This design comes from an exercise in tuning for small area, a short achievable clock period and few clock cycles per item on the open sky130 flow, not from production work.
Where RTL was checked, it was by simulation tests only, not by an equivalence proof against the original.
Only the layout flow was run in run 1; the RTL was not checked for function there.
No activity file was given, so power comes from the tool's default toggle rates.

### flow/design.v
module sig_accumulator #(
   parameter int               DATA_W      = 1459,
   parameter int               SIG_W       = 32,
   parameter int               NUM_SAMPLES = 256,
   parameter logic [SIG_W-1:0] SEED        = '0,
   localparam int              CHUNKS      = (DATA_W + SIG_W - 1) / SIG_W,
   localparam int              CNT_W       = $clog2(NUM_SAMPLES + 1)
) (
   input  logic                 clk,
   input  logic                 rst_n,
   input  logic                 start,
   input  logic                 in_valid,
   input  logic [DATA_W-1:0]    in_data,
   output logic                 in_ready,
   output logic [SIG_W-1:0]     sig,
   output logic                 sig_valid,
   output logic                 busy,
   output logic [CNT_W-1:0]     sample_cnt
);
   localparam int HOLD_W = CHUNKS * SIG_W;
   localparam int NPART  = 2;                               
   localparam int PART_C = (CHUNKS + NPART - 1) / NPART;    
   localparam logic [CNT_W-1:0] CNT_LAST = CNT_W'(NUM_SAMPLES - 1);
   logic              busy_q, rdy_q, valid_q, first_q, take_q, last_q, done_q;
   logic [CNT_W-1:0]  cnt_q;
   logic [SIG_W-1:0]  acc_q;      
   logic [SIG_W-1:0]  sig_q;      
   logic [HOLD_W-1:0] pad;
   logic [SIG_W-1:0]  part_d [NPART];
   logic [SIG_W-1:0]  part_q [NPART];
   logic [SIG_W-1:0]  folded;
   logic              xfer, xfer_last;
   assign pad = HOLD_W'(in_data);
   always_comb begin
      for (int p = 0; p < NPART; p++) begin
         for (int j = 0; j < SIG_W; j++) begin
            logic [PART_C-1:0] terms;
            terms = '0;
            for (int i = 0; i < PART_C; i++) begin
               if (p * PART_C + i < CHUNKS)
                  terms[i] = pad[(p * PART_C + i) * SIG_W
                                 + (j - (CHUNKS - 1 - (p * PART_C + i)) % SIG_W + SIG_W) % SIG_W];
            end
            part_d[p][j] = ^terms;
         end
      end
   end
   always_ff @(posedge clk) begin
      for (int p = 0; p < NPART; p++)
         part_q[p] <= part_d[p];
   end
   always_comb begin
      for (int j = 0; j < SIG_W; j++) begin
         logic b;
         b = first_q ? SEED[j] : acc_q[(j - CHUNKS % SIG_W + SIG_W) % SIG_W];
         for (int p = 0; p < NPART; p++)
            b = b ^ part_q[p][j];
         folded[j] = b;
      end
   end
   assign xfer      = rdy_q && in_valid;
   assign xfer_last = xfer && (cnt_q == CNT_LAST);
   always_ff @(posedge clk) begin
      if (!rst_n) begin
         busy_q  <= 1'b0;
         rdy_q   <= 1'b0;
         valid_q <= 1'b0;
         take_q  <= 1'b0;
         last_q  <= 1'b0;
      end else begin
         take_q <= xfer;
         last_q <= xfer_last;
         done_q <= last_q;
         if (!busy_q) begin
            if (start) begin
               busy_q  <= 1'b1;
               rdy_q   <= 1'b1;
               valid_q <= 1'b0;
            end
         end else begin
            if (xfer_last) rdy_q <= 1'b0;
            if (done_q) begin
               busy_q  <= 1'b0;
               valid_q <= 1'b1;
            end
         end
      end
   end
   always_ff @(posedge clk) begin
      if (!busy_q) begin
         first_q <= 1'b1;
      end else if (take_q) begin
         first_q <= 1'b0;
         acc_q   <= folded;
      end
      if (!busy_q && start) cnt_q <= '0;
      else                  cnt_q <= cnt_q + CNT_W'(xfer);
      sig_q <= acc_q;
   end
   assign in_ready   = rdy_q;
   assign busy       = busy_q;
   assign sig_valid  = valid_q;
   assign sig        = sig_q;
   assign sample_cnt = cnt_q;
endmodule
### flow/flow/run.sh
#!/bin/bash
# The standard layout (standard.sh), with two placement settings:
#  - port buffers are sky130_fd_sc_hd__buf_1 (the default pick is a delay cell);
#  - the in_data pins that feed one signature bit, and that bit's sig pin, are placed as one
#    group on the die's edge, so each bit's XOR tree sits next to its pins.
# ORFS writes each step's full log under orfs/logs; make's own output goes to run.log here.
set -euo pipefail
cd "$(dirname "$0")/.."

DW=1459; SW=32; CH=$(( (DW + SW - 1) / SW ))
groups=""
for ((j = 0; j < SW; j++)); do
  g=""
  for ((c = 0; c < CH; c++)); do
    k=$(( ((j - (CH - 1 - c)) % SW + SW) % SW ))
    b=$(( c * SW + k ))
    if (( b < DW )); then g+="in_data[$b] "; fi
  done
  g+="sig[$j]"
  groups+=" -group_pins {$g}"
done

export BUFFER_PORTS_ARGS="-buffer_cell sky130_fd_sc_hd__buf_1"
export CTS_ARGS="-sink_clustering_enable -repair_clock_nets -sink_clustering_size 40 -sink_clustering_max_diameter 300"
# The clock pin is placed by flow/pre_io.tcl at the middle of the left edge.
export PRE_IO_PLACEMENT_TCL="$PWD/flow/pre_io.tcl"
export PLACE_PINS_ARGS="-min_distance 0.68 -exclude left:$(( 340 / 2 - 5 ))-$(( 340 / 2 + 5 ))${groups}"

bash standard.sh > run.log 2>&1
### flow/flow/pre_io.tcl
# Place the clock pin first, at the middle of the left edge on a met3 track, and keep the
# other pins a few microns away from it: the clock net is routed with wider spacing than
# the signal pins are placed at.
set block [ord::get_db_block]
set die [$block getDieArea]
set dbu [$block getDefUnits]
set ymid [expr {[$die yMax] / 2.0 / $dbu}]
set k [expr {int(($ymid - 0.34) / 0.68)}]
set y [expr {0.34 + 0.68 * $k}]
place_pin -pin_name clk -layer met3 -location [list 0 $y] -force_to_die_boundary
### flow/standard.sh
#!/bin/bash
# synth_recipe.tcl (not shown) runs the flow's synth.tcl, then flattens the netlist and writes it again
# the make line also repeats each setting of config.mk as NAME=value (left out here)
make -C /OpenROAD-flow-scripts/flow DESIGN_CONFIG=/design/flow/config.mk WORK_HOME=/design/flow/orfs CLKGATE_MAP_FILE= SYNTH_SCRIPT=/design/flow/synth_recipe.tcl "${@:-finish}"
### flow/config.mk
export PLATFORM = sky130hd
export DESIGN_NAME = sig_accumulator
export DESIGN_NICKNAME = sig_accumulator
export VERILOG_FILES = /design/flow/design.v
export SDC_FILE = /design/flow/constraint.sdc
export NUM_CORES = 4
export LEC_CHECK = 0
export CAP_MARGIN = 20
export CORE_AREA = 5 5 335 335
export DIE_AREA = 0 0 340 340
export SETUP_SLACK_MARGIN = 3.0
export SLEW_MARGIN = 20
### flow/constraint.sdc
create_clock -name core_clock -period 5.0 [get_ports {clk}]
set_input_delay 1.0000 -clock core_clock [delete_from_list [all_inputs] [get_ports {clk}]]
set_output_delay 1.0000 -clock core_clock [all_outputs]
set_load 0.01 [all_outputs]
==> impl_table.tex, run 1 <==
\begin{tabular}{lr}
\hline
Metric & Value \\
\hline
\multicolumn{2}{l}{\textbf{Run status}} \\
\quad Outcome & no timing/DRC/antenna violations \\
\multicolumn{2}{l}{\textbf{STA}} \\
\quad Shortest clock period the worst path allows after layout & 1.954 ns \\
\quad Number of endpoints failing setup at the final stage & 0 \\
\quad Fin. Hold Viols & 0 \\
\quad Slew headroom & 39.73\% \\
\quad Largest clock skew in the final design & 0.01006 ns \\
\quad RSZ-0062 raised after global routing & yes \\
\quad TNS Setup & 0 ns \\
\quad Max frequency & 0.5117 GHz \\
\quad Slew at the pin closest to its max-slew limit & 0.8976 ns \\
\quad Period Utilization, post-route & 39.08\% \\
\quad Max-slew violation total from the final report & 0 \\
\multicolumn{2}{l}{\textbf{Critical path}} \\
\quad Worst reg-to-reg setup slack & 3.35 ns \\
\quad Crit Path Max Fanout & 2 \\
\quad Class of the most critical setup path & register to output port \\
\quad Startpoint types & register \\
\quad Ordered list of cells on the worst path & buf\_6 \\
\quad End of the worst register-to-register path & cnt\_q[8] \\
\quad Cell with the biggest individual delay on the critical path & sky130\_fd\_sc\_hd\_\_dfxtp\_4 \\
\quad Crit path arrival time & 0.95 ns \\
\quad CP max stage delay & 0.35 ns \\
\quad Crit end category & output port \\
\quad Number of buffer and inverter stages on the critical path & 1 \\
\quad Crit-path leading delay family & flip-flops \\
\quad CP Data Required Time & 4.00 ns \\
\quad Worst r2r src & rdy\_q \\
\quad Number of cells on the worst reg-to-reg path & 8 \\
\quad Total number of cells along the worst setup path & 1 \\
\multicolumn{2}{l}{\textbf{Floorplan}} \\
\quad Die Ht & 340 um \\
\quad Overall die width & 340 um \\
\quad Core Footprint & 108,600 um\^{}2 \\
\quad Row count & 121 \\
\quad Overall die area & 115,600 um\^{}2 \\
\quad Starting density of the core & 15.47\% \\
\quad Io pins & 1,506 \\
\multicolumn{2}{l}{\textbf{Detailed routing}} \\
\quad Total number of vias & 15,535 \\
\quad Starting DRT DRC Count & 410 \\
\quad Detailed-route wire length & 53,220 um \\
\quad Via count normalized by instance count & 3.390 \\
\quad Detail Route Antenna Nets & 0 \\
\quad First drt pass iteration count & 4 \\
\quad Total DRC errors in the routed layout & 0 \\
\quad Routed length per placed instance & 11.61 um \\
\multicolumn{2}{l}{\textbf{Finish}} \\
\quad Sequential cell area & 3271 um\^{}2 \\
\quad Number of nets in the layout & 4,617 \\
\quad Share of layout cells above drive strength 1 & 3.886\% \\
\quad Final core area utilization & 23.30\% \\
\quad Area overhead of the layout relative to synthesis & 50.58\% \\
\quad Count of filler cells inserted in the layout & 11,822 \\
\quad Area of the multi-input gates & 13,570 um\^{}2 \\
\multicolumn{2}{l}{\textbf{Job}} \\
\quad Max-cap viol count & 0 \\
\multicolumn{2}{l}{\textbf{Worst hold path}} \\
\quad Worst Min Path Start & acc\_q[29] \\
\quad Worst hold path type & register to register \\
\quad Number of cells on the worst hold path & 0 \\
\quad Worst hold path endpoint & sig\_q[29] \\
\multicolumn{2}{l}{\textbf{Place}} \\
\quad Detailed placement HPWL & 46,750 um \\
\quad Routability cong. & 0.9156 \\
\quad Port bufs & 1,506 \\
\multicolumn{2}{l}{\textbf{Yosys}} \\
\quad Flop and latch count out of synthesis & 144 \\
\quad Fraction of the yosys area taken by sequential cells & 19.13\% \\
\quad Synthesis Warnings & 3 \\
\quad Mapped cell area & 16,790 um\^{}2 \\
\quad Mapped Cells & 1,618 \\
\quad Most frequently used flop master after synthesis & sky130\_fd\_sc\_hd\_\_dfxtp\_1 \\
\quad EDFF count, synth & 33 \\
\quad Synthesized Nets & 3,083 \\
\quad Synth unique cells & 23 \\
\quad Fraction of registers with async set or reset after synthesis & 0\% \\
\quad Mean area per synthesized cell & 10.38 um\^{}2 \\
\multicolumn{2}{l}{\textbf{CTS}} \\
\quad Cell chosen for the clock root & sky130\_fd\_sc\_hd\_\_clkbuf\_16 \\
\quad Latest clock arrival within the worst-skew pair & 0.48 ns \\
\quad Clock Sink Count & 144 \\
\quad Level count of the clock H-tree & 4 \\
\quad CTS tree & done \\
\quad Clock-pin transition on the worst setup and hold timing paths & 0.08 ns \\
\quad Maximum buffer depth of the clock tree & 2 \\
\quad TritonCTS buffer count & 17 \\
\multicolumn{2}{l}{\textbf{Power}} \\
\quad Leakage power summed over all cells & 7.871 nW \\
\quad Power per standard cell area & 279.2 nW/um\^{}2 \\
\quad Worst vdd ir & 0.1884 mV \\
\multicolumn{2}{l}{\textbf{Global routing}} \\
\quad Antenna violations before repair & 3 \\
\quad Number of global-route vias before repair & 16,238 \\
\quad Global-route wire length before repair & 78,840 um \\
\quad Overall track demand over capacity in global routing & 8.474\% \\
\quad Sum of overflow across all layers after global routing & 0 \\
\quad Pin count of the biggest net entering global routing & 34 \\
\hline
\end{tabular}
[metrics by stage]
step	total power (W)	cells	setup slack [ns]	hold slack, ns	area [um^2]
CTS	0.007236	4577	2.951	0.3656	25200
floorplan	0.004863	1618	3.029	0.3399	16800
global placement	0.005712	4534	2.823	0.3450	24210
global route	0.007620	4579	2.951	0.3675	25280
detailed placement	0.005738	4534	2.813	0.3467	24210
finish	0.007060	4583	3.046	0.3631	25290
[layout make-up]
type                       count  share of cell area, %
antenna                        4                0.03958
clock buffer                  17                  1.682
clock inverter                15                 0.7521
inverter                       1                0.01484
multi-input combinational   1469                  53.65
sequential                   144                  12.93
tap                         1414                  6.996
timing repair buffer        1519                  23.93
[power breakdown]
part / total [W] / switching (W) / internal [W] / leakage, nW
clock network: 0.00136 / 0.000678 / 0.000678 / 0.294
registers: 0.00174 / 0.000135 / 0.00161 / 1.24
logic: 0.00396 / 0.00141 / 0.00256 / 6.34
total: 0.00706 / 0.00222 / 0.00484 / 7.87
[sequential cells by signal, summed over array words and instances, names as in the netlist]
signal and flops:
take_q 1, done_q 1, valid_q 1, cnt_q 9
first_q 1, busy_q 1, part_q 64, sig_q 32
last_q 1, acc_q 32, rdy_q 1
[worst max-delay path by stage]
stage / start / to / slack, ns
floorplan: in_valid / cnt_q[8] / 3.03
finish: cnt_q[7] / sample_cnt[7] / 3.05
detailed placement: in_data[781] / part_q[1][2] / 2.81
global route: sig_q[0] / sig[0] / 2.95
CTS: sig_q[0] / sig[0] / 2.95
global placement: in_data[676] / part_q[0][28] / 2.82
[synthesized netlist by cell type, types with 2 or more instances]
cell / n / share of area [%]
sky130_fd_sc_hd__xnor3_1: 64 / 8.6
sky130_fd_sc_hd__nor2_1: 7 / 0.16
sky130_fd_sc_hd__edfxtp_1: 33 / 5.9
sky130_fd_sc_hd__o21ai_0: 3 / 0.089
sky130_fd_sc_hd__clkbuf_1: 4 / 0.089
sky130_fd_sc_hd__and2_1: 2 / 0.074
sky130_fd_sc_hd__dfxtp_1: 111 / 13
sky130_fd_sc_hd__nand3_1: 4 / 0.12
sky130_fd_sc_hd__ha_1: 2 / 0.15
sky130_fd_sc_hd__nand2_1: 3 / 0.067
sky130_fd_sc_hd__and3_1: 2 / 0.074
sky130_fd_sc_hd__nand4_1: 2 / 0.074
sky130_fd_sc_hd__xnor2_1: 1153 / 60
sky130_fd_sc_hd__xor2_1: 185 / 9.6
sky130_fd_sc_hd__nor2b_1: 35 / 1.3
[kinds of logic (layout without fill, tap and decap cells)]
group,count (synthesis),after routing,share of synthesized area (%)
AOI/OAI and AO/OA,6,6,0.2011
xor gates and xnor gates,1402,1402,78.36
adders and majority gates,2,2,0.1490
buffers and inverters,5,1552,0.1117
DFF,144,144,19.13
other,0,4,0
and+or+nand+nor,59,59,2.041
[what timing repair did]
action	in CTS	in global routing
setup endpoints to repair	44	30
resized for setup	124	19
buffers inserted	11	2
hold buffers	0	0
[per-layer routing]
layer	share of wire, %	vias up	global-route usage [%]	wire length [um]
met5	0	-	0	0
met3	15	41	4.331	7787
met2	44	941	13.72	23500
li1	-	8062	-	-
met1	40	6491	10.07	21330
met4	1.1	0	1.811	610
[worst register-to-register path, stage by stage (launching register included)]
cell                      delay [ns]
sky130_fd_sc_hd__dfxtp_2        0.33
sky130_fd_sc_hd__buf_4          0.12
sky130_fd_sc_hd__buf_4          0.13
sky130_fd_sc_hd__and2_1         0.15
sky130_fd_sc_hd__ha_1           0.24
sky130_fd_sc_hd__ha_2           0.22
sky130_fd_sc_hd__nand4_1        0.11
sky130_fd_sc_hd__xor2_1         0.16
sky130_fd_sc_hd__nor2_1         0.06
[cell usage in the layout (no fill, tap or decap), types with 2 or more instances in the layout]
cell type / n
sky130_fd_sc_hd__buf_4: 13
sky130_fd_sc_hd__buf_2: 6
sky130_fd_sc_hd__nand3_1: 4
sky130_fd_sc_hd__buf_6: 37
sky130_fd_sc_hd__nand2_1: 3
sky130_fd_sc_hd__edfxtp_1: 33
sky130_fd_sc_hd__inv_8: 3
sky130_fd_sc_hd__clkinv_8: 6
sky130_fd_sc_hd__xnor2_1: 1153
sky130_fd_sc_hd__xor2_1: 185
sky130_fd_sc_hd__clkinv_4: 2
sky130_fd_sc_hd__inv_6: 2
sky130_fd_sc_hd__nor2b_1: 35
sky130_fd_sc_hd__diode_2: 4
sky130_fd_sc_hd__nand4_1: 2
sky130_fd_sc_hd__dfxtp_4: 7
sky130_fd_sc_hd__dfxtp_2: 25
sky130_fd_sc_hd__o21ai_0: 3
sky130_fd_sc_hd__clkbuf_16: 17
sky130_fd_sc_hd__xnor3_1: 64
sky130_fd_sc_hd__nor2_1: 7
sky130_fd_sc_hd__and3_1: 2
sky130_fd_sc_hd__dfxtp_1: 79
sky130_fd_sc_hd__buf_1: 1462
==> run 2: changes to the inputs <==
--- a/flow/design.v
+++ b/flow/design.v
@@ -19,5 +19,5 @@
 );
    localparam int HOLD_W = CHUNKS * SIG_W;
-   localparam int NPART  = 2;                               
+   localparam int NPART  = 1;                               
    localparam int PART_C = (CHUNKS + NPART - 1) / NPART;    
    localparam logic [CNT_W-1:0] CNT_LAST = CNT_W'(NUM_SAMPLES - 1);
--- a/flow/flow/run.sh
+++ b/flow/flow/run.sh
@@ -22,5 +22,4 @@
 
 export BUFFER_PORTS_ARGS="-buffer_cell sky130_fd_sc_hd__buf_1"
-export CTS_ARGS="-sink_clustering_enable -repair_clock_nets -sink_clustering_size 40 -sink_clustering_max_diameter 300"
 # The clock pin is placed by flow/pre_io.tcl at the middle of the left edge.
 export PRE_IO_PLACEMENT_TCL="$PWD/flow/pre_io.tcl"
--- a/flow/config.mk
+++ b/flow/config.mk
@@ -9,4 +9,5 @@
 export CORE_AREA = 5 5 335 335
 export DIE_AREA = 0 0 340 340
+export PLACE_DENSITY = 0.85
 export SETUP_SLACK_MARGIN = 3.0
 export SLEW_MARGIN = 20
==> impl_table.tex, run 2 <==
\begin{tabular}{lr}
\hline
Metric & Value \\
\hline
\multicolumn{2}{l}{\textbf{CTS}} \\
\quad CTS Hold Buffers Added & 0 (unchanged) \\
\quad Clock-pin transition on the worst setup and hold timing paths & 0.09 ns (about the same) \\
\quad Clock Sink Count & 112 (-22\%) \\
\quad TritonCTS buffer count & 9 (-8) \\
\quad Maximum buffer depth of the clock tree & 2 (unchanged) \\
\quad Cell chosen for the clock root & sky130\_fd\_sc\_hd\_\_clkbuf\_16 \\
\quad CTS tree & done \\
\quad Latest clock arrival within the worst-skew pair & 0.42 ns (-0.06 ns) \\
\quad Level count of the clock H-tree & 3 (-1) \\
\multicolumn{2}{l}{\textbf{Finish}} \\
\quad Leading cell type in the layout, fill and taps excluded & sky130\_fd\_sc\_hd\_\_buf\_1 \\
\quad Area overhead of the layout relative to synthesis & 49.54\% \\
\quad Share of layout cells above drive strength 1 & 1.907\% (-2.0 points) \\
\quad Commonest cells after routing, fill and taps aside & sky130\_fd\_sc\_hd\_\_buf\_1, sky130\_fd\_sc\_hd\_\_xnor2\_1, sky130\_fd\_sc\_hd\_\_xor2\_1 \\
\quad Biggest regs & acc\_q x32, part\_q x32, sig\_q x32 \\
\quad Number of nets in the layout & 4,606 (-0.24\%) \\
\quad Count of filler cells inserted in the layout & 11,618 (-1.7\%) \\
\multicolumn{2}{l}{\textbf{Yosys}} \\
\quad Flop and latch count out of synthesis & 112 (-22\%) \\
\quad Most common cell in the synthesized netlist & sky130\_fd\_sc\_hd\_\_xnor2\_1 \\
\quad Synthesis Warnings & 3 (unchanged) \\
\quad Area fraction of the dominant cell type after synthesis & 65.49\% (+5.4 points) \\
\quad Fraction of the yosys area taken by sequential cells & 16.15\% (-3.0 points) \\
\quad EDFF count, synth & 33 (unchanged) \\
\quad Mapped Cells & 1,623 (+0.31\%) \\
\quad Synthesized Nets & 3,088 (+0.16\%) \\
\quad Synth unique cells & 26 (+13\%) \\
\quad Most frequently used flop master after synthesis & sky130\_fd\_sc\_hd\_\_dfxtp\_1 \\
\quad Most used standard cells in the synthesized netlist & sky130\_fd\_sc\_hd\_\_xnor2\_1, sky130\_fd\_sc\_hd\_\_xor2\_1, sky130\_fd\_sc\_hd\_\_dfxtp\_1 \\
\quad Mapped cell area & 15,930 um\^{}2 (-5.2\%) \\
\quad Fraction of registers with async set or reset after synthesis & 0\% (unchanged) \\
\quad Mean area per synthesized cell & 9.814 um\^{}2 (-5.4\%) \\
\quad Largest cells by area after synthesis & sky130\_fd\_sc\_hd\_\_xnor2\_1, sky130\_fd\_sc\_hd\_\_xor2\_1, sky130\_fd\_sc\_hd\_\_dfxtp\_1, sky130\_fd\_sc\_hd\_\_edfxtp\_1, sky130\_fd\_sc\_hd\_\_xnor3\_1 \\
\quad Most area-hungry cell type in the Yosys netlist & sky130\_fd\_sc\_hd\_\_xnor2\_1 \\
\multicolumn{2}{l}{\textbf{Global routing}} \\
\quad Antenna violations before repair & 5 (+2) \\
\quad Global-route wire length before repair & 80,110 um (+1.6\%) \\
\quad Pin count of the biggest net entering global routing & 33 (-2.9\%) \\
\quad Sum of overflow across all layers after global routing & 0 (unchanged) \\
\quad Overall track demand over capacity in global routing & 8.500\% (+0.026 points) \\
\quad Number of global-route vias before repair & 16,885 (+4.0\%) \\
\multicolumn{2}{l}{\textbf{Floorplan}} \\
\quad Overall die area & 115,600 um\^{}2 (unchanged) \\
\quad Starting density of the core & 14.67\% (-0.80 points) \\
\quad Row count & 121 (unchanged) \\
\quad Io pins & 1,506 (unchanged) \\
\quad Die Ht & 340 um (unchanged) \\
\quad Core Footprint & 108,600 um\^{}2 (unchanged) \\
\quad Overall die width & 340 um (unchanged) \\
\multicolumn{2}{l}{\textbf{STA}} \\
\quad Max frequency & 0.5024 GHz (-1.8\%) \\
\quad Period Utilization, post-route & 39.81\% (+0.72 points) \\
\quad Max-slew violation total from the final report & 0 (unchanged) \\
\quad Number of endpoints failing setup at the final stage & 0 (unchanged) \\
\quad RSZ-0062 raised after global routing & yes \\
\quad Slew at the pin closest to its max-slew limit & 0.7887 ns (-0.1089 ns) \\
\quad Largest clock skew in the final design & 0.01527 ns (+0.005213 ns) \\
\quad Shortest clock period the worst path allows after layout & 1.990 ns (+0.03607 ns) \\
\quad Fin. Hold Viols & 0 (unchanged) \\
\quad TNS Setup & 0 ns (unchanged) \\
\quad Final worst-path setup slack & 3.010 ns (-0.03607 ns) \\
\quad Slew headroom & 47.42\% (+7.7 points) \\
\quad Worst hold slack across all endpoints & 0.3756 ns (+0.01243 ns) \\
\multicolumn{2}{l}{\textbf{Worst hold path}} \\
\quad Worst hold path type & register to register \\
\quad Worst hold path endpoint & sig\_q[29] \\
\quad Worst Min Path Start & acc\_q[29] \\
\quad Number of cells on the worst hold path & 0 (unchanged) \\
\multicolumn{2}{l}{\textbf{Detailed routing}} \\
\quad First drt pass iteration count & 4 (unchanged) \\
\quad Detail Route Antenna Nets & 0 (unchanged) \\
\quad Total number of vias & 15,820 (+1.8\%) \\
\quad Via count normalized by instance count & 3.469 (+2.3\%) \\
\quad Starting DRT DRC Count & 280 (-32\%) \\
\quad Routed length per placed instance & 11.87 um (+2.2\%) \\
\quad Detailed-route wire length & 54,160 um (+1.8\%) \\
\quad Total DRC errors in the routed layout & 0 (unchanged) \\
\multicolumn{2}{l}{\textbf{Place}} \\
\quad Routability cong. & 0.9001 (-1.7\%) \\
\quad Detailed placement HPWL & 48,820 um (+4.4\%) \\
\quad Port bufs & 1,506 (unchanged) \\
\quad Setup Slack @ Placement & 2.645 ns (-0.1678 ns) \\
\multicolumn{2}{l}{\textbf{Critical path}} \\
\quad Crit path arrival time & 0.99 ns (+0.04 ns) \\
\quad Crit Path Max Fanout & 4 (+2) \\
\quad Startpoint types & register \\
\quad CP Data Required Time & 4.00 ns (about the same) \\
\quad Cell with the biggest individual delay on the critical path & sky130\_fd\_sc\_hd\_\_dfxtp\_4 \\
\quad Number of cells on the worst reg-to-reg path & 4 (-4) \\
\quad Class of the most critical setup path & register to output port \\
\quad Worst r2r src & first\_q \\
\quad Crit-path leading delay family & flip-flops \\
\quad CP max stage delay & 0.39 ns (+0.04 ns) \\
\quad Worst reg-to-reg setup slack & 3.30 ns (-0.05 ns) \\
\quad Number of buffer and inverter stages on the critical path & 1 (unchanged) \\
\quad Ordered list of cells on the worst path & buf\_8 \\
\quad Crit end category & output port \\
\quad End of the worst register-to-register path & acc\_q[30] \\
\multicolumn{2}{l}{\textbf{Power}} \\
\quad Leakage power summed over all cells & 6.990 nW (-11\%) \\
\quad Overall power of the completed layout & 0.006339 W (-10\%) \\
\quad Power per standard cell area & 266.1 nW/um\^{}2 (-4.7\%) \\
\quad Worst vdd ir & 0.1670 mV (-11\%) \\
\multicolumn{2}{l}{\textbf{Run status}} \\
\quad Outcome & no timing/DRC/antenna violations \\
\multicolumn{2}{l}{\textbf{Job}} \\
\quad Max-cap viol count & 0 (unchanged) \\
\hline
\end{tabular}
[run 2: changes by cell type after synthesis, moves of 4 or more]
cell	delta
sky130_fd_sc_hd__or3_1	+4
sky130_fd_sc_hd__nor2b_1	-32
sky130_fd_sc_hd__xnor2_1	+38
sky130_fd_sc_hd__xor2_1	+22
sky130_fd_sc_hd__xnor3_1	-32
sky130_fd_sc_hd__dfxtp_1	-32
sky130_fd_sc_hd__nand2_1	+33
[run 2: area by class of cell]
| type | count | area [um^2] | area share [%] |
|---|---|---|---|
| sequential | 112 | 2600 | 10.92 |
| timing repair buffer | 1511 | 5781 | 24.27 |
| inverter | 4 | 15.01 | 0.06304 |
| tap | 1414 | 1769 | 7.428 |
| clock inverter | 7 | 83.83 | 0.3519 |
| multi-input combinational | 1503 | 13340 | 56.02 |
| clock buffer | 9 | 225.2 | 0.9455 |
| antenna | 1 | 2.502 | 0.01051 |
[run 2: repair_timing]
item | in CTS | in global routing
endpoints found under the setup margin | 22 | 5
gates resized for setup | 52 | 5
setup buffers | 4 | 0
pin swaps | 0 | 2
[run 2: logic make-up after synthesis]
kind of cell / Yosys count / synth area share, %
xor+xnor: 1430 / 81.40
compound gates: 12 / 0.4321
fa+ha+maj: 2 / 0.1571
buf+inv: 8 / 0.1885
simple gates: 59 / 1.673
flops: 112 / 16.15
[run 2: where the power goes]
| group | total [W] | internal [W] | leakage, nW | switching, W |
|---|---|---|---|---|
| sequential | 0.00128 | 0.00118 | 0.968 | 0.0000937 |
| clock | 0.000823 | 0.000358 | 0.149 | 0.000465 |
| combinational | 0.00424 | 0.00270 | 5.87 | 0.00154 |
| total | 0.00634 | 0.00424 | 6.99 | 0.00210 |
[run 2: per-stage QoR]
step	utilization (%)	area, um^2	cells
final	21.94	23820	4561
after detailed placement	21.52	23360	4540
after floorplan	-	15940	1623
after CTS	21.93	23810	4560
after global placement	21.52	23360	4540
after global routing	21.94	23820	4560
[run 2: metal layers]
| metal | global-route usage [%] | vias up | routed length, um |
|---|---|---|---|
| li1 | - | 8001 | - |
| met1 | 9.636 | 6778 | 20540 |
| met2 | 15.08 | 971 | 25770 |
| met3 | 3.299 | 70 | 6970 |
| met4 | 1.924 | 0 | 881 |
| met5 | 0 | - | 0 |
[run 2: worst max path at each step]
| stage | startpoint | endpoint | slack (ns) | depth (start not counted) |
|---|---|---|---|---|
| after floorplan | in_data[831] | part_q[0][19] | 2.91 | 5 |
| after global placement | in_data[112] | part_q[0][26] | 2.69 | 6 |
| after detailed placement | in_data[1388] | part_q[0][14] | 2.64 | 6 |
| after CTS | cnt_q[1] | sample_cnt[1] | 2.92 | 1 |
| after global routing | cnt_q[1] | sample_cnt[1] | 2.97 | 1 |
| final | cnt_q[1] | sample_cnt[1] | 3.01 | 1 |
Testbench counts of run 2, summed over its fixed seeds: cycles 6,224, items 6,144.
==> run 3: changes to the inputs <==
--- a/flow/config.mk
+++ b/flow/config.mk
@@ -9,5 +9,5 @@
 export CORE_AREA = 5 5 335 335
 export DIE_AREA = 0 0 340 340
-export PLACE_DENSITY = 0.85
+export PLACE_DENSITY = 0.4
 export SETUP_SLACK_MARGIN = 3.0
 export SLEW_MARGIN = 20
==> impl_table.tex, run 3 <==
\begin{tabular}{lr}
\hline
Metric & Value \\
\hline
\multicolumn{2}{l}{\textbf{Power}} \\
\quad Cell Int Power & 0.004249 W (+0.21\%) \\
\quad Switch Pwr & 0.002122 W (+1.1\%) \\
\quad Leakage power summed over all cells & 6.997 nW (+0.10\%) \\
\quad Switching share of power & 33.30\% (+0.20 points) \\
\quad Overall power of the completed layout & 0.006371 W (+0.50\%) \\
\quad Worst vdd ir & 0.1414 mV (-15\%) \\
\quad Combinational group share of total power & 66.8\% (about the same) \\
\quad Power per standard cell area & 267.3 nW/um\^{}2 (+0.45\%) \\
\quad Share of total power in sequential cells & 19.9\% (-0.2 points) \\
\quad Power share of the clock group & 13.3\% (+0.3 points) \\
\multicolumn{2}{l}{\textbf{STA}} \\
\quad Number of endpoints failing setup at the final stage & 0 (unchanged) \\
\quad Max-slew violation total from the final report & 0 (unchanged) \\
\quad Period Utilization, post-route & 39.77\% (about the same) \\
\quad Max frequency & 0.5028 GHz (about the same) \\
\quad TNS Setup & 0 ns (unchanged) \\
\quad Slew headroom & 43.14\% (-4.3 points) \\
\quad Worst hold slack across all endpoints & 0.3600 ns (-0.01554 ns) \\
\quad Largest clock skew in the final design & 0.02263 ns (+0.007356 ns) \\
\quad RSZ-0062 raised after global routing & yes \\
\quad Fin. Hold Viols & 0 (unchanged) \\
\quad Shortest clock period the worst path allows after layout & 1.989 ns (-0.001540 ns) \\
\quad Slew at the pin closest to its max-slew limit & 0.8511 ns (+0.06243 ns) \\
\multicolumn{2}{l}{\textbf{CTS}} \\
\quad Clock Sink Count & 112 (unchanged) \\
\quad Cell chosen for the clock root & sky130\_fd\_sc\_hd\_\_clkbuf\_16 \\
\quad CTS tree & done \\
\quad Latest clock arrival within the worst-skew pair & 0.40 ns (-0.02 ns) \\
\quad TritonCTS buffer count & 9 (unchanged) \\
\quad Level count of the clock H-tree & 3 (unchanged) \\
\quad Clock-pin transition on the worst setup and hold timing paths & 0.11 ns (+0.02 ns) \\
\quad Maximum buffer depth of the clock tree & 2 (unchanged) \\
\multicolumn{2}{l}{\textbf{Yosys}} \\
\quad Mapped Cells & 1,623 (unchanged) \\
\quad Area fraction of the dominant cell type after synthesis & 65.49\% (unchanged) \\
\quad Most used standard cells in the synthesized netlist & sky130\_fd\_sc\_hd\_\_xnor2\_1, sky130\_fd\_sc\_hd\_\_xor2\_1, sky130\_fd\_sc\_hd\_\_dfxtp\_1 \\
\quad Mapped cell area & 15,930 um\^{}2 (unchanged) \\
\quad Flop and latch count out of synthesis & 112 (unchanged) \\
\quad Synthesized Nets & 3,088 (unchanged) \\
\quad Most area-hungry cell type in the Yosys netlist & sky130\_fd\_sc\_hd\_\_xnor2\_1 \\
\quad Most frequently used flop master after synthesis & sky130\_fd\_sc\_hd\_\_dfxtp\_1 \\
\quad EDFF count, synth & 33 (unchanged) \\
\quad Synthesis Warnings & 3 (unchanged) \\
\quad Mean area per synthesized cell & 9.814 um\^{}2 (unchanged) \\
\quad Fraction of registers with async set or reset after synthesis & 0\% (unchanged) \\
\quad Largest cells by area after synthesis & sky130\_fd\_sc\_hd\_\_xnor2\_1, sky130\_fd\_sc\_hd\_\_xor2\_1, sky130\_fd\_sc\_hd\_\_dfxtp\_1, sky130\_fd\_sc\_hd\_\_edfxtp\_1, sky130\_fd\_sc\_hd\_\_xnor3\_1 \\
\quad Most common cell in the synthesized netlist & sky130\_fd\_sc\_hd\_\_xnor2\_1 \\
\quad Fraction of the yosys area taken by sequential cells & 16.15\% (unchanged) \\
\quad Synth unique cells & 26 (unchanged) \\
\multicolumn{2}{l}{\textbf{Critical path}} \\
\quad Number of buffer and inverter stages on the critical path & 1 (unchanged) \\
\quad Class of the most critical setup path & input port to register \\
\quad CP max stage delay & 0.41 ns (+0.02 ns) \\
\quad CP Data Required Time & 5.27 ns (+1.27 ns) \\
\quad Crit end category & register \\
\quad Startpoint types & input port \\
\quad Crit Path Max Fanout & 1 (-3) \\
\quad Crit path arrival time & 2.26 ns (+1.27 ns) \\
\quad Crit-path leading delay family & XOR/XNOR gates \\
\quad Ordered list of cells on the worst path & buf\_1 > xnor2\_1 > xnor2\_2 > xnor2\_2 > xnor2\_1 > xnor3\_1 \\
\quad Cell with the biggest individual delay on the critical path & sky130\_fd\_sc\_hd\_\_xnor3\_1 \\
\multicolumn{2}{l}{\textbf{Floorplan}} \\
\quad Starting density of the core & 14.67\% (unchanged) \\
\quad Overall die width & 340 um (unchanged) \\
\quad Core Footprint & 108,600 um\^{}2 (unchanged) \\
\quad Io pins & 1,506 (unchanged) \\
\quad Overall die area & 115,600 um\^{}2 (unchanged) \\
\quad Die Ht & 340 um (unchanged) \\
\quad Row count & 121 (unchanged) \\
\multicolumn{2}{l}{\textbf{Detailed routing}} \\
\quad Starting DRT DRC Count & 310 (+11\%) \\
\quad Routed length per placed instance & 13.76 um (+16\%) \\
\quad Via count normalized by instance count & 3.335 (-3.9\%) \\
\quad Detail Route Antenna Nets & 0 (unchanged) \\
\quad First drt pass iteration count & 4 (unchanged) \\
\quad Total number of vias & 15,222 (-3.8\%) \\
\quad Detailed-route wire length & 62,800 um (+16\%) \\
\quad Total DRC errors in the routed layout & 0 (unchanged) \\
\multicolumn{2}{l}{\textbf{Global routing}} \\
\quad Global-route wire length before repair & 90,590 um (+13\%) \\
\quad Sum of overflow across all layers after global routing & 0 (unchanged) \\
\quad Antenna violations before repair & 16 (+11) \\
\quad Pin count of the biggest net entering global routing & 33 (unchanged) \\
\quad Overall track demand over capacity in global routing & 10.00\% (+1.5 points) \\
\quad Number of global-route vias before repair & 16,294 (-3.5\%) \\
\multicolumn{2}{l}{\textbf{Finish}} \\
\quad Area overhead of the layout relative to synthesis & 49.63\% (about the same) \\
\quad Fin area & 23,830 um\^{}2 (about the same) \\
\quad Count of filler cells inserted in the layout & 12,283 (+5.7\%) \\
\quad Commonest cells after routing, fill and taps aside & sky130\_fd\_sc\_hd\_\_buf\_1, sky130\_fd\_sc\_hd\_\_xnor2\_1, sky130\_fd\_sc\_hd\_\_xor2\_1 \\
\quad Leading cell type in the layout, fill and taps excluded & sky130\_fd\_sc\_hd\_\_buf\_1 \\
\quad Share of layout cells above drive strength 1 & 2.099\% (+0.19 points) \\
\quad Final core area utilization & 21.96\% (about the same) \\
\quad Biggest regs & acc\_q x32, part\_q x32, sig\_q x32 \\
\quad Number of nets in the layout & 4,604 (-0.043\%) \\
\multicolumn{2}{l}{\textbf{Place}} \\
\quad Area after DPL & 23,360 um\^{}2 (about the same) \\
\quad Port bufs & 1,506 (unchanged) \\
\quad Detailed placement HPWL & 57,520 um (+18\%) \\
\quad Routability cong. & 0.9186 (+2.1\%) \\
\multicolumn{2}{l}{\textbf{Job}} \\
\quad Max-cap viol count & 0 (unchanged) \\
\multicolumn{2}{l}{\textbf{Run status}} \\
\quad Outcome & no timing/DRC/antenna violations \\
\multicolumn{2}{l}{\textbf{Worst hold path}} \\
\quad Worst hold path type & register to register \\
\hline
\end{tabular}
## run 3: cells by family after synthesis
logic type,share of synthesized area (%)
XOR/XNOR,81.40
AND/OR/NAND/NOR,1.673
adder cells (fa/ha/maj),0.1571
buffers and inverters,0.1885
AO/OA/AOI/OAI,0.4321
flip-flops,16.15
## run 3: cell type report
cell class | instances | area, um^2 | share of cell area [%]
Multi-Input combinational cell | 1503 | 13370 | 56.08
Timing Repair Buffer | 1509 | 5744 | 24.10
Sequential cell | 112 | 2604 | 10.93
Tap cell | 1414 | 1769 | 7.423
Clock buffer | 9 | 225.2 | 0.9450
Clock inverter | 7 | 91.34 | 0.3832
Antenna cell | 7 | 17.52 | 0.07350
Inverter | 4 | 16.27 | 0.06825
## run 3: power groups by stage
| stage | combinational, W | clock, W | sequential (W) |
|---|---|---|---|
| floorplan | 0.00338 | 0 | 0.00126 |
| global placement | 0.00428 | 0 | 0.00130 |
| detailed placement | 0.00429 | 0 | 0.00130 |
| CTS | 0.00435 | 0.000941 | 0.00128 |
| global route | 0.00467 | 0.000960 | 0.00129 |
| finish | 0.00426 | 0.000847 | 0.00127 |
## run 3: final timing paths
check | start | endpoint | slack (ns) | cells after the start
worst min-delay path | acc_q[20] | sig_q[20] | 0.36 | 0
worst min register to register | acc_q[20] | sig_q[20] | 0.36 | 0
worst max register to register | first_q | acc_q[3] | 3.34 | 4
worst max-delay path | in_data[929] | part_q[0][17] | 3.01 | 6
## run 3: worst reg2reg max path, stage by stage (launching register included)
cell and delay (ns):
sky130_fd_sc_hd__dfxtp_1 0.32, sky130_fd_sc_hd__clkinv_2 0.28, sky130_fd_sc_hd__buf_4 0.37, sky130_fd_sc_hd__nand2_1 0.27
sky130_fd_sc_hd__xnor2_1 0.18
## run 3: per-layer routing
| layer | up-vias | track usage [%] | part of all wire, % |
|---|---|---|---|
| met5 | - | 0 | 0.11 |
| met4 | 10 | 1.384 | 1.1 |
| met3 | 72 | 6.117 | 16 |
| met2 | 966 | 16.11 | 43 |
| met1 | 6167 | 11.63 | 40 |
| li1 | 8007 | - | - |
## run 3: what timing repair did
| action | 4_1_cts | 5_1_grt |
|---|---|---|
| resized for setup | 46 | 15 |
| buffers inserted | 1 | 1 |
| hold buffers | 0 | 0 |
| setup endpoints to repair | 24 | 14 |
| pin swaps | 0 | 4 |
## run 3: metrics by stage
| stage | setup WS [ns] | instances |
|---|---|---|
| finish | 3.011 | 4565 |
| detailed placement | 2.629 | 4540 |
| global placement | 2.618 | 4540 |
| global route | 2.964 | 4558 |
| floorplan | 2.907 | 1623 |
| CTS | 2.921 | 4557 |
==> run 4: changes to the inputs <==
--- a/flow/config.mk
+++ b/flow/config.mk
@@ -9,5 +9,4 @@
 export CORE_AREA = 5 5 335 335
 export DIE_AREA = 0 0 340 340
-export PLACE_DENSITY = 0.4
 export SETUP_SLACK_MARGIN = 3.0
 export SLEW_MARGIN = 20
==> impl_table.tex, run 4 <==
\begin{tabular}{lr}
\hline
Metric & Value \\
\hline
\multicolumn{2}{l}{\textbf{Critical path}} \\
\quad Crit-path leading delay family & XOR/XNOR gates \\
\quad Startpoint types & input port \\
\quad Crit Path Max Fanout & 1 (unchanged) \\
\quad Ordered list of cells on the worst path & buf\_1 > xor2\_1 > xnor2\_1 > xnor2\_1 > xnor2\_1 > xnor3\_1 \\
\quad Class of the most critical setup path & input port to register \\
\quad Crit path arrival time & 2.22 ns (-0.04 ns) \\
\quad Number of buffer and inverter stages on the critical path & 1 (unchanged) \\
\quad CP Data Required Time & 5.26 ns (about the same) \\
\quad Crit end category & register \\
\quad Cell with the biggest individual delay on the critical path & sky130\_fd\_sc\_hd\_\_xnor3\_1 \\
\quad CP max stage delay & 0.46 ns (+0.05 ns) \\
\quad Cell with the most instances on the worst path & sky130\_fd\_sc\_hd\_\_xnor2\_1 \\
\multicolumn{2}{l}{\textbf{Finish}} \\
\quad Commonest cells after routing, fill and taps aside & sky130\_fd\_sc\_hd\_\_buf\_1, sky130\_fd\_sc\_hd\_\_xnor2\_1, sky130\_fd\_sc\_hd\_\_xor2\_1 \\
\quad Number of nets in the layout & 4,607 (+0.065\%) \\
\quad Sequential cell area & 2599 um\^{}2 (-0.19\%) \\
\quad Number of inserted diodes & 0 (-7) \\
\quad Area overhead of the layout relative to synthesis & 49.32\% \\
\quad Final cell count without fillers & 4,561 (-0.088\%) \\
\quad Biggest regs & acc\_q x32, part\_q x32, sig\_q x32 \\
\quad Final core area utilization & 21.91\% (-0.045 points) \\
\quad Area of the multi-input gates & 13,350 um\^{}2 (-0.11\%) \\
\quad Count of filler cells inserted in the layout & 12,012 (-2.2\%) \\
\quad Fin area & 23,780 um\^{}2 (-0.20\%) \\
\quad Leading cell type in the layout, fill and taps excluded & sky130\_fd\_sc\_hd\_\_buf\_1 \\
\quad Share of layout cells above drive strength 1 & 1.938\% (-0.16 points) \\
\multicolumn{2}{l}{\textbf{Floorplan}} \\
\quad Overall die area & 115,600 um\^{}2 (unchanged) \\
\quad Overall die width & 340 um (unchanged) \\
\quad Io pins & 1,506 (unchanged) \\
\quad Row count & 121 (unchanged) \\
\quad Die Ht & 340 um (unchanged) \\
\quad Starting density of the core & 14.67\% (unchanged) \\
\quad Core Footprint & 108,600 um\^{}2 (unchanged) \\
\multicolumn{2}{l}{\textbf{Detailed routing}} \\
\quad Detail Route met2 WL & 23,310 um (-14\%) \\
\quad First drt pass iteration count & 4 (unchanged) \\
\quad Detailed-route wire length & 52,250 um (-17\%) \\
\quad Detail Route Antenna Nets & 0 (unchanged) \\
\quad Starting DRT DRC Count & 303 (-2.3\%) \\
\quad Highest routed metal layer & met5 \\
\quad Total number of vias & 15,324 (+0.67\%) \\
\quad Total DRC errors in the routed layout & 0 (unchanged) \\
\quad Amount of wire on met3 after detailed routing & 8013 um (-20\%) \\
\quad Via count normalized by instance count & 3.360 (+0.76\%) \\
\quad Met1 layer wirelength in the final routing & 20,400 um (-18\%) \\
\quad Routed length per placed instance & 11.46 um (-17\%) \\
\multicolumn{2}{l}{\textbf{STA}} \\
\quad RSZ-0062 raised after global routing & yes \\
\quad Fin. Hold Viols & 0 (unchanged) \\
\quad Max-slew violation total from the final report & 0 (unchanged) \\
\quad Shortest clock period the worst path allows after layout & 1.960 ns (-0.02849 ns) \\
\quad Max frequency & 0.5101 GHz (+1.5\%) \\
\quad Final worst-path setup slack & 3.040 ns (+0.02849 ns) \\
\quad TNS Setup & 0 ns (unchanged) \\
\quad Slew headroom & 51.35\% (+8.2 points) \\
\quad Largest clock skew in the final design & 0.02022 ns (-0.002407 ns) \\
\quad Slew at the pin closest to its max-slew limit & 0.7298 ns (-0.1213 ns) \\
\quad Period Utilization, post-route & 39.20\% (-0.57 points) \\
\quad Number of endpoints failing setup at the final stage & 0 (unchanged) \\
\multicolumn{2}{l}{\textbf{Yosys}} \\
\quad Synthesized Nets & 3,088 (unchanged) \\
\quad Multiplexer area fraction after synthesis & 0\% (unchanged) \\
\quad Mean area per synthesized cell & 9.814 um\^{}2 (unchanged) \\
\quad Compound-gate portion of the synthesized area & 0.4321\% (unchanged) \\
\quad Most area-hungry cell type in the Yosys netlist & sky130\_fd\_sc\_hd\_\_xnor2\_1 \\
\quad Synth Area in Simple Gates & 1.673\% (unchanged) \\
\quad Mapped Cells & 1,623 (unchanged) \\
\quad Synthesis Warnings & 3 (unchanged) \\
\quad Most used standard cells in the synthesized netlist & sky130\_fd\_sc\_hd\_\_xnor2\_1, sky130\_fd\_sc\_hd\_\_xor2\_1, sky130\_fd\_sc\_hd\_\_dfxtp\_1 \\
\quad Most common cell in the synthesized netlist & sky130\_fd\_sc\_hd\_\_xnor2\_1 \\
\quad Fraction of the yosys area taken by sequential cells & 16.15\% (unchanged) \\
\quad EDFF count, synth & 33 (unchanged) \\
\quad Largest cells by area after synthesis & sky130\_fd\_sc\_hd\_\_xnor2\_1, sky130\_fd\_sc\_hd\_\_xor2\_1, sky130\_fd\_sc\_hd\_\_dfxtp\_1, sky130\_fd\_sc\_hd\_\_edfxtp\_1, sky130\_fd\_sc\_hd\_\_xnor3\_1 \\
\quad Fraction of registers with async set or reset after synthesis & 0\% (unchanged) \\
\quad Most frequently used flop master after synthesis & sky130\_fd\_sc\_hd\_\_dfxtp\_1 \\
\quad Mapped cell area & 15,930 um\^{}2 (unchanged) \\
\quad Fraction of synthesized cell area in xor and xnor cells & 81.40\% (unchanged) \\
\quad Flop and latch count out of synthesis & 112 (unchanged) \\
\quad Synth unique cells & 26 (unchanged) \\
\quad Area fraction of the dominant cell type after synthesis & 65.49\% (unchanged) \\
\quad Synth Area in Adders & 0.1571\% (unchanged) \\
\quad Main combinational cell family by area after synthesis & XOR/XNOR gates \\
\multicolumn{2}{l}{\textbf{Global routing}} \\
\quad Antenna violations before repair & 4 (-12) \\
\quad Number of global-route vias before repair & 16,085 (-1.3\%) \\
\quad Overall track demand over capacity in global routing & 8.226\% (-1.8 points) \\
\quad Global-route wire length before repair & 77,470 um (-14\%) \\
\quad Sum of overflow across all layers after global routing & 0 (unchanged) \\
\quad Pin count of the biggest net entering global routing & 33 (unchanged) \\
\multicolumn{2}{l}{\textbf{CTS}} \\
\quad Latest clock arrival within the worst-skew pair & 0.41 ns (about the same) \\
\quad CTS Hold Buffers Added & 0 (unchanged) \\
\quad Cell chosen for the clock root & sky130\_fd\_sc\_hd\_\_clkbuf\_16 \\
\quad TritonCTS buffer count & 9 (unchanged) \\
\quad Level count of the clock H-tree & 3 (unchanged) \\
\quad Clock Sink Count & 112 (unchanged) \\
\quad Clock-pin transition on the worst setup and hold timing paths & 0.08 ns (-0.03 ns) \\
\quad CTS tree & done \\
\quad Maximum buffer depth of the clock tree & 2 (unchanged) \\
\multicolumn{2}{l}{\textbf{Place}} \\
\quad Routability cong. & 0.8607 (-6.3\%) \\
\quad Port bufs & 1,506 (unchanged) \\
\quad \# placed instances & 4,540 (unchanged) \\
\quad Area after DPL & 23,360 um\^{}2 (about the same) \\
\quad Setup Slack @ Placement & 2.619 ns (-0.009840 ns) \\
\quad Detailed placement HPWL & 47,280 um (-18\%) \\
\multicolumn{2}{l}{\textbf{Power}} \\
\quad Worst vdd ir & 0.1533 mV (+8.4\%) \\
\quad Leakage power summed over all cells & 6.987 nW (-0.14\%) \\
\quad Power per standard cell area & 264.6 nW/um\^{}2 (-1.0\%) \\
\multicolumn{2}{l}{\textbf{Run status}} \\
\quad Outcome & no timing/DRC/antenna violations \\
\multicolumn{2}{l}{\textbf{Worst hold path}} \\
\quad Worst hold path type & register to register \\
\multicolumn{2}{l}{\textbf{Job}} \\
\quad Max-cap viol count & 0 (unchanged) \\
\hline
\end{tabular}
[run 4: timing repair]
item,CTS,global route
endpoints found under the hold margin,0,0
resized for setup,33,12
pin swaps,0,3
buffers inserted,2,3
setup endpoints to repair,20,12
[run 4: area by class of cell]
type | instances | share of cell area [%]
clock buffer | 9 | 0.9469
clock inverter | 7 | 0.3419
inverter | 4 | 0.06313
multi-input combinational | 1503 | 56.13
sequential | 112 | 10.93
tap | 1414 | 7.439
timing repair buffer | 1512 | 24.15
[run 4: worst paths after layout]
path                            cells past startpoint          from  slack, ns           end
worst max-delay path                                6  in_data[489]       3.04  part_q[0][7]
worst min-delay path                                0      acc_q[0]       0.37      sig_q[0]
worst max register to register                      4       first_q       3.29      acc_q[2]
worst min register to register                      0      acc_q[0]       0.37      sig_q[0]
[run 4: worst register-to-register path, cell delays in order (launching register included)]
cell                      delay, ns
sky130_fd_sc_hd__dfxtp_1       0.31
sky130_fd_sc_hd__inv_2         0.36
sky130_fd_sc_hd__buf_6         0.32
sky130_fd_sc_hd__nand2_1       0.30
sky130_fd_sc_hd__xnor2_1       0.18
[run 4: power by group]
group	total (W)	leakage (nW)	internal, W	switching [W]
sequential	0.00127	0.968	0.00118	0.0000875
combinational	0.00422	5.87	0.00269	0.00152
clock	0.000806	0.150	0.000360	0.000446
[run 4: cell families (layout without fill, tap and decap cells)]
| kind of cell | after synthesis | after routing |
|---|---|---|
| AO/OA/AOI/OAI | 12 | 12 |
| flip-flops | 112 | 112 |
| buffers and inverters | 8 | 1532 |
| AND/OR/NAND/NOR | 59 | 59 |
| adder cells (fa/ha/maj) | 2 | 2 |
| XOR/XNOR | 1430 | 1430 |
[run 4: stage by stage]
| stage | hold WS [ns] | power, W |
|---|---|---|
| final | 0.3718 | 0.006293 |
| after global routing | 0.3864 | 0.006828 |
| after CTS | 0.3762 | 0.006474 |
| after detailed placement | 0.3552 | 0.005546 |
| after global placement | 0.3538 | 0.005495 |
| after floorplan | 0.3484 | 0.004642 |
[run 4: per-layer routing]
| layer | up-vias | global-route usage, % |
|---|---|---|
| met1 | 6353 | 9.749 |
| li1 | 8008 | - |
| met5 | - | 0 |
| met2 | 917 | 13.61 |
| met4 | 2 | 1.323 |
| met3 | 44 | 4.136 |

==> separate check: timing with driven ports <==
The flow's constraints put no driver on any port. The routed layouts listed below were extracted and timed again, unchanged, in two steps. Step 1: set_driving_cell puts a clkbuf_16 on clk and a buf_2 on each other input, an assumption about the parent block. Step 2 times the ports against the registers' clock, not the clock port: input delays grow and output delays shrink by t, the midpoint of the rising clock arrivals with the driver on. Slacks: no drivers / after step 1 / after step 2; pairs: no drivers / after step 1.
run	t (ns)	setup slack, ns	hold WS [ns]	slew at the worst register clock pin (ns)
run 1	0.524	3.046 / 3.000 / 2.731	0.363 / 0.363 / 0.363	0.08 / 0.08
run 2	0.461	3.010 / 2.922 / 2.461	0.376 / 0.376 / 0.376	0.09 / 0.09
run 3	0.435	3.011 / 3.017 / 2.594	0.360 / 0.360 / 0.360	0.11 / 0.11
run 4	0.447	3.040 / 3.022 / 2.576	0.372 / 0.372 / 0.372	0.10 / 0.10
After both steps setup and hold are still met in every run listed. For run 2, which loses most, drivers alone change the setup slack by -0.088 ns; drivers and shift together by -0.549 ns.
